Background: an optimization exercise with open tools, aiming at small area, a short achievable clock period and few clock cycles per item. Do not read the settings as production practice. Function was not checked in any run shown here: the RTL went through the layout flow alone. Power figures rest on the tool's default switching activity, not on a simulated workload.

==> flow/design.v (outline; a module is shown in full before it is edited, if it fits) <==
// module fpu_bpp: 10 lines
// module fpu_fa: 10 lines
// module fpu_mult_pre: 54 lines
// module fpu_mult_sa: 1247 lines
// module fpu_mult_sb: 364 lines
// module fpu_mult_sc: 6 lines
// module fpu_mult_arb: 123 lines
module fpu_mult_arb
#(
   parameter int NUM_REQ = 4
)(
   input  logic                    clk,
   input  logic                    rst,
   input  logic [NUM_REQ-1:0]      req_valid,
   output logic [NUM_REQ-1:0]      req_ready,
   input  logic [NUM_REQ*FP_W-1:0] req_a,
   input  logic [NUM_REQ*FP_W-1:0] req_b,
   output logic [NUM_REQ-1:0]      rsp_valid,
   input  logic [NUM_REQ-1:0]      rsp_ready,
   output logic [FP_W-1:0]         rsp_data,
   output logic                    busy
);
  // ...
==> flow/flow/run.sh <==
#!/bin/bash
# Layout flow: the standard layout (standard.sh: the standard synthesis,
# floorplan, power grid, placement, CTS and routing, all unchanged) with two
# settings of how the layout is made:
#   - every input and output port still gets its own buffer, but a
#     sky130_fd_sc_hd__buf_1 instead of the delay cell buffer_ports picks;
set -euo pipefail
MARGIN=5.8
cd "$(dirname "$0")/.."
bash standard.sh "BUFFER_PORTS_ARGS=-buffer_cell sky130_fd_sc_hd__buf_1" \
   "SETUP_SLACK_MARGIN=$MARGIN" finish > standard.log 2>&1
==> flow/standard.sh <==
#!/bin/bash
# synth_recipe.tcl (not shown) runs the flow's synth.tcl, then flattens the netlist and writes it again
# the make line also repeats each setting of config.mk as NAME=value (left out here)
make -C /OpenROAD-flow-scripts/flow DESIGN_CONFIG=/design/flow/config.mk WORK_HOME=/design/flow/orfs CLKGATE_MAP_FILE= SYNTH_SCRIPT=/design/flow/synth_recipe.tcl "${@:-finish}"
==> flow/config.mk <==
export PLATFORM = sky130hd
export DESIGN_NAME = fpu_mult_arb
export DESIGN_NICKNAME = fpu_mult_arb
export VERILOG_FILES = /design/flow/design.v
export SDC_FILE = /design/flow/constraint.sdc
export NUM_CORES = 4
export LEC_CHECK = 0
export CAP_MARGIN = 20
export CORE_MARGIN = 2
export CORE_UTILIZATION = 60
export SLEW_MARGIN = 20
export SYNTH_HIERARCHICAL = 1
export SYNTH_MINIMUM_KEEP_SIZE = 0
==> flow/constraint.sdc <==
create_clock -name core_clock -period 9.0 [get_ports {clk}]
set_input_delay 1.8000 -clock core_clock [delete_from_list [all_inputs] [get_ports {clk}]]
set_output_delay 1.8000 -clock core_clock [all_outputs]
set_load 0.01 [all_outputs]
==> key figures, run 1 <==
Yosys
  • Number of synthesized register bits: 308
  • Synth Instances: 2,052
  • Most used DFF post-synth: dfxtp_1
  • Simple-Gate Fraction of Synth Area: 3.565%
  • Synth Area in Adders: 25.75%
  • Netlist cell types: 63
  • Mux contribution to synthesized area: 3.180%
  • Cell area after synthesis: 24,710 um^2

Power and ir drop
  • Leakage power: 10.44 nW
  • Switching Fraction: 25.90%
  • Logic pwr share: 14.1%
  • Sw power: 0.9190 mW
  • P_clk: 1.37 mW
  • Comb pwr: 0.501 mW

Job
  • MaxCap Viol Count: 0

Die
  • Taps Inserted: 532
  • Die W: 206.9 um

Timing
  • Fin crit share: 36.30%
  • Skew final: 19.99 ps

Clocking
  • Cts repair resizes: 75
  • Clock transition at path regs: 60 ps
  • Clock Path Buffers: 3
  • Clock tree from TritonCTS: built

Status
  • Status: timing/DRC/antenna clean

Placed design
  • Routability cong.: 1.011
  • Placed inst area: 25,250 um^2

Worst setup path
  • CP Cell Sequence: buf_1, a22oi_2, nand2_2, ha_4, ha_4, inv_2, fa_2, inv_2, a21o_1, a21oi_2, o21ai_2, xnor2_1
  • Critical Path Sink: r3_e[7]
  • Crit. Startpoint: req_b[88]

Cells and area
  • Clock Buffer Count: 49
  • Top Registers: r2_cut x108, r1_bs x36
  • Final nets: 2,901
  • Inverters: 108
  • Largest Register: r2_cut
  • Filler Cell Count: 3,088
  • Most frequent cells in the layout: 325 x xnor2_1, 306 x buf_1, 271 x a22oi_2

Global route
  • Initial antenna violation count: 2
  • GR Layer Usage met3: 8.195%
  • Total grt overflow: 0

Hold path
  • Cell depth of the worst hold path: 1
==> module fpu_mult_arb, before the edit <==
module fpu_mult_arb
#(
   parameter int NUM_REQ = 4
)(
   input  logic                    clk,
   input  logic                    rst,
   input  logic [NUM_REQ-1:0]      req_valid,
   output logic [NUM_REQ-1:0]      req_ready,
   input  logic [NUM_REQ*FP_W-1:0] req_a,
   input  logic [NUM_REQ*FP_W-1:0] req_b,
   output logic [NUM_REQ-1:0]      rsp_valid,
   input  logic [NUM_REQ-1:0]      rsp_ready,
   output logic [FP_W-1:0]         rsp_data,
   output logic                    busy
);
   localparam int NC = MULT_CUT_W;
   logic [3:0]  r_ptr;       
   logic        r_v1;        
   logic        r_v2;        
   logic [3:0]  r_rdy;       
   logic [3:0]  r_hown;      
   logic        r_kv;        
   logic [3:0]  r_kown;      
   logic        r_busy;
   logic [22:0] r1_ma;
   logic [22:0] r1_man;          
   logic [MULT_B_W-1:0] r1_bs;    
   logic [NC-1:0] r2_cut;
   logic [MULT_S3_W-1:0] r3_hs;  
   logic [7:0]  r3_e;            
   logic        r3_s;
   logic [31:0] r_hdata;         
   logic [31:0] r_kdata;         
   wire [3:0] w_own1 = {r_ptr[0], r_ptr[3:1]};
   wire [3:0] w_own2 = {r_ptr[1:0], r_ptr[3:2]};
   logic [31:0] w_a, w_b;
   always_comb begin
      w_a = '0;
      w_b = '0;
      for (int i = 0; i < 4; i++) begin
         w_a = w_a | (req_a[i*32 +: 32] & {32{r_ptr[i]}});
         w_b = w_b | (req_b[i*32 +: 32] & {32{r_ptr[i]}});
      end
   end
   logic [MULT_B_W-1:0] w_bs;
   fpu_mult_pre u_pre (.mb(w_b[22:0]), .bs(w_bs));
   logic [NC-1:0] w_cut;
   wire  [22:0] w_mah = ~r1_man;
   fpu_mult_sa u_sa (.ma(r1_ma), .mah(w_mah), .bs(r1_bs), .cut(w_cut));
   logic [MULT_S3_W-1:0] w_hs;
   fpu_mult_sb u_sb (.cut(r2_cut), .hs(w_hs));
   logic [31:0] w_a2, w_b2;
   always_comb begin
      w_a2 = '0;
      w_b2 = '0;
      for (int i = 0; i < 4; i++) begin
         w_a2 = w_a2 | (req_a[i*32 +: 32] & {32{w_own2[i]}});
         w_b2 = w_b2 | (req_b[i*32 +: 32] & {32{w_own2[i]}});
      end
   end
   logic [24:0] w_hi;
   fpu_mult_sc u_sc (.hs(r3_hs), .hi(w_hi));
   wire [7:0]  w_e1  = r3_e + 8'd1;
   wire [31:0] w_res = w_hi[24] ? {r3_s, w_e1, w_hi[23:1]} : {r3_s, r3_e, w_hi[22:0]};
   wire w_taken = |(r_hown & rsp_ready);
   wire w_hfree = ~(|r_hown) | w_taken;
   wire w_acc   = |r_rdy;
   wire w_kv_n  = w_hfree ? (r_kv & w_acc) : (r_kv | w_acc);
   wire w_drop  = r_v2 & w_kv_n;       
   always_ff @(posedge clk or posedge rst) begin
      if (rst) begin
         r_ptr  <= 4'b0001;
         r_v1   <= 1'b0;
         r_v2   <= 1'b0;
         r_rdy  <= '0;
         r_hown <= '0;
         r_kv   <= 1'b0;
         r_kown <= '0;
         r_busy <= 1'b0;
      end else begin
         if (w_hfree) begin
            if (r_kv) begin
               r_hown <= r_kown;
               r_kown <= r_rdy;
            end else begin
               r_hown <= r_rdy;
            end
         end else if (w_acc) begin
            r_kown <= r_rdy;
         end
         r_kv   <= w_kv_n;
         r_busy <= ~w_hfree | r_kv | w_acc;
         if (w_drop) begin
            r_v1  <= 1'b0;
            r_v2  <= 1'b0;
            r_rdy <= '0;
            r_ptr <= w_own2;
         end else begin
            r_v1  <= |(req_valid & r_ptr);
            r_v2  <= r_v1;
            r_rdy <= {4{r_v2}} & w_own2;
            r_ptr <= {r_ptr[2:0], r_ptr[3]};
         end
      end
   end
   always_ff @(posedge clk) begin
      r1_ma  <= w_a[22:0];
      r1_bs  <= w_bs;
      r1_man <= ~w_a[22:0];
      r2_cut <= w_cut;
      r3_hs  <= w_hs;
      r3_e   <= w_a2[30:23] + w_b2[30:23] + 8'd129;    
      r3_s   <= w_a2[31] ^ w_b2[31];
      if (w_hfree)
         r_hdata <= r_kv ? r_kdata : w_res;
      if (~(r_kv & ~w_hfree))
         r_kdata <= w_res;
   end
   assign req_ready = r_rdy;
   assign rsp_valid = r_hown;
   assign rsp_data  = r_hdata;
   assign busy      = r_busy;
endmodule
==> run 2: changes to the inputs <==
--- a/flow/design.v
+++ b/flow/design.v
@@ -1725,19 +1725,22 @@
    logic        r_v1;        
    logic        r_v2;        
    logic [3:0]  r_rdy;       
+   logic        r_park;      
+   logic [3:0]  r_pown;      
    logic [3:0]  r_hown;      
-   logic        r_kv;        
-   logic [3:0]  r_kown;      
    logic        r_busy;
    logic [22:0] r1_ma;
    logic [22:0] r1_man;          
    logic [MULT_B_W-1:0] r1_bs;    
+   logic [7:0]  r1_e;
+   logic        r1_s;
    logic [NC-1:0] r2_cut;
-   logic [MULT_S3_W-1:0] r3_hs;  
+   logic [7:0]  r2_e;
+   logic        r2_s;
+   logic [24:0] r3_hi;           
    logic [7:0]  r3_e;            
    logic        r3_s;
    logic [31:0] r_hdata;         
-   logic [31:0] r_kdata;         
    wire [3:0] w_own1 = {r_ptr[0], r_ptr[3:1]};
    wire [3:0] w_own2 = {r_ptr[1:0], r_ptr[3:2]};
    logic [31:0] w_a, w_b;
@@ -1754,49 +1757,33 @@
    logic [NC-1:0] w_cut;
    wire  [22:0] w_mah = ~r1_man;
    fpu_mult_sa u_sa (.ma(r1_ma), .mah(w_mah), .bs(r1_bs), .cut(w_cut));
-   logic [MULT_S3_W-1:0] w_hs;
-   fpu_mult_sb u_sb (.cut(r2_cut), .hs(w_hs));
-   logic [31:0] w_a2, w_b2;
-   always_comb begin
-      w_a2 = '0;
-      w_b2 = '0;
-      for (int i = 0; i < 4; i++) begin
-         w_a2 = w_a2 | (req_a[i*32 +: 32] & {32{w_own2[i]}});
-         w_b2 = w_b2 | (req_b[i*32 +: 32] & {32{w_own2[i]}});
-      end
-   end
    logic [24:0] w_hi;
-   fpu_mult_sc u_sc (.hs(r3_hs), .hi(w_hi));
+   fpu_mult_sb u_sb (.cut(r2_cut), .hs(w_hi));
    wire [7:0]  w_e1  = r3_e + 8'd1;
-   wire [31:0] w_res = w_hi[24] ? {r3_s, w_e1, w_hi[23:1]} : {r3_s, r3_e, w_hi[22:0]};
-   wire w_taken = |(r_hown & rsp_ready);
-   wire w_hfree = ~(|r_hown) | w_taken;
-   wire w_acc   = |r_rdy;
-   wire w_kv_n  = w_hfree ? (r_kv & w_acc) : (r_kv | w_acc);
-   wire w_drop  = r_v2 & w_kv_n;       
+   wire [31:0] w_res = r3_hi[24] ? {r3_s, w_e1, r3_hi[23:1]} : {r3_s, r3_e, r3_hi[22:0]};
+   wire       w_taken = |(r_hown & rsp_ready);
+   wire       w_hfree = ~(|r_hown) | w_taken;
+   wire       w_s3    = (|r_rdy) | r_park;           
+   wire [3:0] w_s3own = r_park ? r_pown : r_rdy;
+   wire       w_hold  = w_s3 & ~w_hfree;             
+   wire       w_drop  = r_v2 & w_hold;
    always_ff @(posedge clk or posedge rst) begin
       if (rst) begin
          r_ptr  <= 4'b0001;
          r_v1   <= 1'b0;
          r_v2   <= 1'b0;
          r_rdy  <= '0;
+         r_park <= 1'b0;
+         r_pown <= '0;
          r_hown <= '0;
-         r_kv   <= 1'b0;
-         r_kown <= '0;
          r_busy <= 1'b0;
       end else begin
-         if (w_hfree) begin
-            if (r_kv) begin
-               r_hown <= r_kown;
-               r_kown <= r_rdy;
-            end else begin
-               r_hown <= r_rdy;
-            end
-         end else if (w_acc) begin
-            r_kown <= r_rdy;
-         end
-         r_kv   <= w_kv_n;
-         r_busy <= ~w_hfree | r_kv | w_acc;
+         if (w_hfree)
+            r_hown <= w_s3 ? w_s3own : 4'b0;
+         r_park <= w_hold;
+         if (w_hold)
+            r_pown <= w_s3own;
+         r_busy <= w_s3 | ~w_hfree;
          if (w_drop) begin
             r_v1  <= 1'b0;
             r_v2  <= 1'b0;
@@ -1805,23 +1792,27 @@
          end else begin
             r_v1  <= |(req_valid & r_ptr);
             r_v2  <= r_v1;
-            r_rdy <= {4{r_v2}} & w_own2;
+            r_rdy <= w_hold ? 4'b0 : ({4{r_v2}} & w_own2);
             r_ptr <= {r_ptr[2:0], r_ptr[3]};
          end
       end
    end
    always_ff @(posedge clk) begin
       r1_ma  <= w_a[22:0];
-      r1_bs  <= w_bs;
       r1_man <= ~w_a[22:0];
+      r1_bs  <= w_bs;
+      r1_e   <= w_a[30:23] + w_b[30:23] + 8'd129;    
+      r1_s   <= w_a[31] ^ w_b[31];
       r2_cut <= w_cut;
-      r3_hs  <= w_hs;
-      r3_e   <= w_a2[30:23] + w_b2[30:23] + 8'd129;    
-      r3_s   <= w_a2[31] ^ w_b2[31];
+      r2_e   <= r1_e;
+      r2_s   <= r1_s;
+      if (~w_hold) begin
+         r3_hi <= w_hi;
+         r3_e  <= r2_e;
+         r3_s  <= r2_s;
+      end
       if (w_hfree)
-         r_hdata <= r_kv ? r_kdata : w_res;
-      if (~(r_kv & ~w_hfree))
-         r_kdata <= w_res;
+         r_hdata <= w_res;
    end
    assign req_ready = r_rdy;
    assign rsp_valid = r_hown;
==> flow/flow/run.sh (replaced) <==
#!/bin/bash
set -euo pipefail
MARGIN=5.8
cd "$(dirname "$0")/.."
bash standard.sh "BUFFER_PORTS_ARGS=-buffer_cell sky130_fd_sc_hd__buf_1" \
   "SETUP_SLACK_MARGIN=$MARGIN" finish > standard.log 2>&1
--- a/flow/config.mk
+++ b/flow/config.mk
@@ -5,9 +5,10 @@
 export SDC_FILE = /design/flow/constraint.sdc
 export NUM_CORES = 4
 export LEC_CHECK = 0
-export CAP_MARGIN = 20
+export CAP_MARGIN = 0
 export CORE_MARGIN = 2
 export CORE_UTILIZATION = 60
-export SLEW_MARGIN = 20
+export SLEW_MARGIN = 0
 export SYNTH_HIERARCHICAL = 1
 export SYNTH_MINIMUM_KEEP_SIZE = 0
+export TNS_END_PERCENT = 0
==> run 2 against run 1 <==
Global-route usage grew 1.4 points; highest routed layer unchanged; via count shrank 2.4%; sequential share of layout area grew 0.089 points; still clean on timing, DRC and antenna.
==> key figures, run 2 <==
Status
  • Status: timing/DRC/antenna clean (unchanged)

Global route
  • Total grt overflow: 0 (unchanged)
  • Global-route wire length before repair: 101,400 um (was 99,560 um)
  • Initial antenna violation count: 0 (was 2)
  • Tot GR Track Use: 32.21% (was 30.82%)
  • Largest net degree at the start of global routing: 69 (was 68)
  • Vias in the first global route: 18,000 (was 17,170)

Worst setup path
  • Crit end category: flop (unchanged)
  • WP data arrival: 3670 ps (about the same)
  • CP Class: reg -> reg (was in -> reg)
  • CP Max Fanout: 13 (was 2)
  • Data required time of the critical path: 9410 ps (was 9400 ps)
  • CP Launch Type: flop (was input port)

Cells and area
  • Share of layout cells above drive strength 1: 21.90% (was 25.88%)
  • Filler Cell Count: 3,067 (was 3,088)
  • Post-Layout Cell Count: 2,753 (was 2,844)
  • Most frequent cells in the layout: 324 x xnor2_1, 306 x buf_1, 265 x a22oi_2 (was 325 x xnor2_1, 306 x buf_1, 271 x a22oi_2)
  • Final nets: 2,817 (was 2,901)
  • Top Registers: r2_cut x108, r1_bs x36, r_hdata x32 (was r2_cut x108, r1_bs x36)
  • Antenna cells: 0 (was 1)
  • Area grow syn2layout: 10.81% (was 12.44%)
  • Largest Register: r2_cut (unchanged)
  • Commonest non-fill, non-tap cell in the layout: xnor2_1 (unchanged)
  • Number of flip-flops in the largest register: 108 (unchanged)

Yosys
  • Syn Nets: 2,597 (was 2,668)
  • Most area-hungry cell type in the Yosys netlist: fa_1 (unchanged)
  • Synth Area in XOR/XNOR: 12.70% (was 12.27%)
  • Compound-Gate Fraction of Synth Area: 20.47% (was 19.84%)
  • Ys Warns: 7 (unchanged)
  • Cell area after synthesis: 23,860 um^2 (was 24,710 um^2)
  • Most used DFF post-synth: dfxtp_1 (unchanged)
  • Largest family of logic cells by synthesized area: adder cells (unchanged)
  • Synthesized area per cell: 12.04 um^2 (about the same)
  • Number of synthesized register bits: 294 (was 308)
  • Post-synth top cells: 324 x xnor2_1, 264 x a22oi_2, 264 x fa_1 (was 325 x xnor2_1, 264 x a22oi_2, 264 x fa_1)
  • Post-synth EDFFs: 66 (was 64)
  • Synth Area in Adders: 26.66% (was 25.75%)
  • Synth top area share: 22.15% (was 21.39%)
  • Simple-Gate Fraction of Synth Area: 3.603% (was 3.565%)
  • Mux contribution to synthesized area: 1.783% (was 3.180%)
  • Synth Instances: 1,981 (was 2,052)
  • Async set-reset flop share out of synthesis: 6.803% (was 6.494%)
  • Netlist cell types: 60 (was 63)
  • Most common cell in the netlist: xnor2_1 (unchanged)
  • Ranking of synthesized cells by area: fa_1 22%, dfxtp_1 17%, a22oi_2 14% (was fa_1 21%, dfxtp_1 18%, a22oi_2 13%)
  • Seq/Total Area, Yosys: 27.86% (was 27.96%)

Power and ir drop
  • Sw power: 0.8944 mW (was 0.9190 mW)
  • Peak supply drop: 154.7 uV (was 108.1 uV)
  • Logic pwr share: 12.5% (was 14.1%)
  • Internal Power: 2.562 mW (was 2.629 mW)
  • Switching Fraction: 25.88% (was 25.90%)
  • Leakage power: 9.928 nW (was 10.44 nW)
  • Clock Power Share: 42.0% (was 38.7%)
  • Sequential Power Share: 45.5% (was 47.1%)
  • PD cells: 130.7 nW/um^2 (was 127.7 nW/um^2)

Clocking
  • CTS sink count: 294 (was 308)
  • Clock transition at path regs: 60 ps (about the same)
  • CTS Root Cell: clkbuf_16 (unchanged)
  • Clock latency (worst-skew pair): 550 ps (about the same)
  • TritonCTS buffer count: 35 (was 34)
  • Cts hold-fix bufs: 0 (unchanged)
  • H-tree Lvls: 2 (unchanged)
  • Clock tree from TritonCTS: built (unchanged)
  • Clock Path Buffers: 3 (unchanged)

Timing
  • Post-layout minimum cycle time: 3261 ps (was 3267 ps)
  • Actual slew at the worst max-slew pin: 773.5 ps (was 950.4 ps)
  • Fin. Hold Viols: 0 (unchanged)
  • Fin crit share: 36.23% (was 36.30%)
  • Worst slew margin relative to its limit: 48.43% (was 36.64%)
  • Skew final: 18.66 ps (was 19.99 ps)
  • Final setup violation count: 0 (unchanged)
  • Final slew viol count: 0 (unchanged)
  • Setup TNS: 0 ps (unchanged)
  • Fmax: 306.7 MHz (was 306.1 MHz)
  • RSZ-0062 raised after global routing: yes (unchanged)

Placed design
  • IO buf count: 306 (unchanged)
  • Routability cong.: 0.8835 (was 1.011)
  • Post-Place Cells: 2,653 (was 2,691)
  • DP HPWL: 45,460 um (was 46,060 um)

Die
  • Die Y: 203.4 um (was 206.9 um)
  • Core area: 39,460 um^2 (was 40,740 um^2)
  • Effective utilization at floorplan: 60.46% (was 60.64%)
  • Die W: 203.4 um (was 206.9 um)
  • # rows: 73 (was 74)
  • Die Area: 41,370 um^2 (was 42,820 um^2)
  • I/O pin total: 307 (unchanged)

Hold path
  • Min-delay worst type: reg -> reg (unchanged)

Drt
  • Routed WL: 65,000 um (was 67,730 um)
  • Drc violations: 0 (unchanged)
  • WL/cell: 23.61 um (was 23.81 um)
  • Total vias in the final route: 16,730 (was 17,150)
  • Initial DRC count: 1,355 (was 1,565)
  • Via density: 6.078 (was 6.030)
  • DR pass1 iterations: 6 (was 5)
  • DRT antenna net count: 0 (unchanged)

Job
  • MaxCap Viol Count: 0 (unchanged)
[run 2: cell types whose count changed after synthesis, sizes merged, moves of 3 or more]
| cell | before | now |
|---|---|---|
| clkbuf | 22 | 16 |
| dfxtp | 224 | 208 |
| buf | 184 | 163 |
| inv | 108 | 111 |
| mux2 | 64 | 31 |
| nor2 | 16 | 21 |
[run 2: area by class of cell]
| class | instances | area [um^2] | area share (%) |
|---|---|---|---|
| timing repair buffer | 361 | 1674 | 6.332 |
| sequential | 294 | 6753 | 25.54 |
| tap | 525 | 656.9 | 2.485 |
| clock inverter | 16 | 173.9 | 0.6578 |
| clock buffer | 48 | 1018 | 3.852 |
| inverter | 111 | 495.5 | 1.874 |
| multi-input combinational | 1398 | 15670 | 59.26 |
[run 2: what timing repair did]
action / in CTS / in global routing
gates cloned: 1 / 0
pin swaps: 6 / 0
resized for setup: 48 / 20
setup buffers: 7 / 28
endpoints found under the setup margin: 119 / 71
[run 2: metal layers]
metal,vias to the layer above,GRT usage [%],part of all wire [%]
met4,0,13.97,3.9
met5,-,0,0
met2,768,53.43,49
li1,7309,-,-
met3,172,6.344,6.9
met1,8483,41.19,40
[run 2: critical path: stages, from the launching register on]
cell and delay (ps):
dfxtp_1 360, clkinvlp_4 390, a22oi_2 300, xnor2_1 120
fa_1 610, fa_1 450, fa_1 400, fa_1 480
[run 2: path summary, 6_finish.rpt]
check	slack, ps	startpoint	depth (start not counted)	endpoint
min in group asynchronous	1360	rst	2	r_hown[2]
setup reg to reg	5740	r1_man[14]	7	r2_cut[59]
max in group asynchronous	7130	rst	2	r_ptr[2]
hold / removal	320	r1_e[2]	0	r2_e[2]
hold reg to reg	320	r1_e[2]	0	r2_e[2]
setup / recovery	5740	r1_man[14]	7	r2_cut[59]
[run 2: through the flow]
stage / utilization [%] / setup slack (ps) / hold WS, ps / total power, mW / instance area, um^2
after global routing: 67.00 / 5649 / 330.4 / 3.585 / 26440
after global placement: 62.47 / 4904 / 310.8 / 2.024 / 24650
final: 67.00 / 5739 / 324.2 / 3.457 / 26440
after detailed placement: 62.47 / 4786 / 312.8 / 2.033 / 24650
after floorplan: - / 5571 / 309.6 / 1.847 / 23900
after CTS: 66.06 / 5719 / 327.0 / 3.489 / 26070
[run 2: per-module statistics from Yosys, one instance, submodules excluded]
module,cells inside,copies in the design,flip-flops and latches
fpu_mult_sb,198,1,0
fpu_bpp,2,264,0
fpu_mult_arb,683,1,294
fpu_mult_pre,81,1,0
fpu_fa,1,262,0
fpu_mult_sa,229,1,0
[run 2: power by group through the flow]
stage	sequential (mW)	clock, mW	combinational (mW)
after global routing	1.58	1.53	0.474
after floorplan	1.63	0	0.220
after global placement	1.60	0	0.422
after detailed placement	1.60	0	0.432
final	1.57	1.45	0.432
after CTS	1.57	1.48	0.437
[run 2: kinds of logic after synthesis]
group,Yosys count
flops,294
mux,36
simple gates,175
other cells,2
xor+xnor,346
fa+ha+maj,350
compound gates,488
buf+inv,290

what the ideal ports hide:
The flow's constraints put no driver on any port. The routed layouts listed below were extracted and timed again, unchanged, in two steps. Step 1 assumes that a clkbuf_16 drives the clock port and a buf_2 every other input. Step 2 moves the port delays by t, midway between the first and last clock arrival at a register: inputs arrive t later, outputs are due t later. That takes back most of the time a late clock gives input paths. Three values: ideal ports, drivers, drivers and shift; two values: the first two.
run	shift t [ns]	setup slack, ns	worst hold slack (ns)	worst setup path at the end
run 1	0.601	5.733 / 5.771 / 5.170	0.483 / 0.483 / 0.483	input to register
run 2	0.605	5.739 / 5.739 / 5.271	0.324 / 0.324 / 0.324	input to register
After both steps setup and hold are still met in every run listed. For run 1, which loses most, drivers alone change the setup slack by +0.038 ns; drivers and shift together by -0.563 ns.
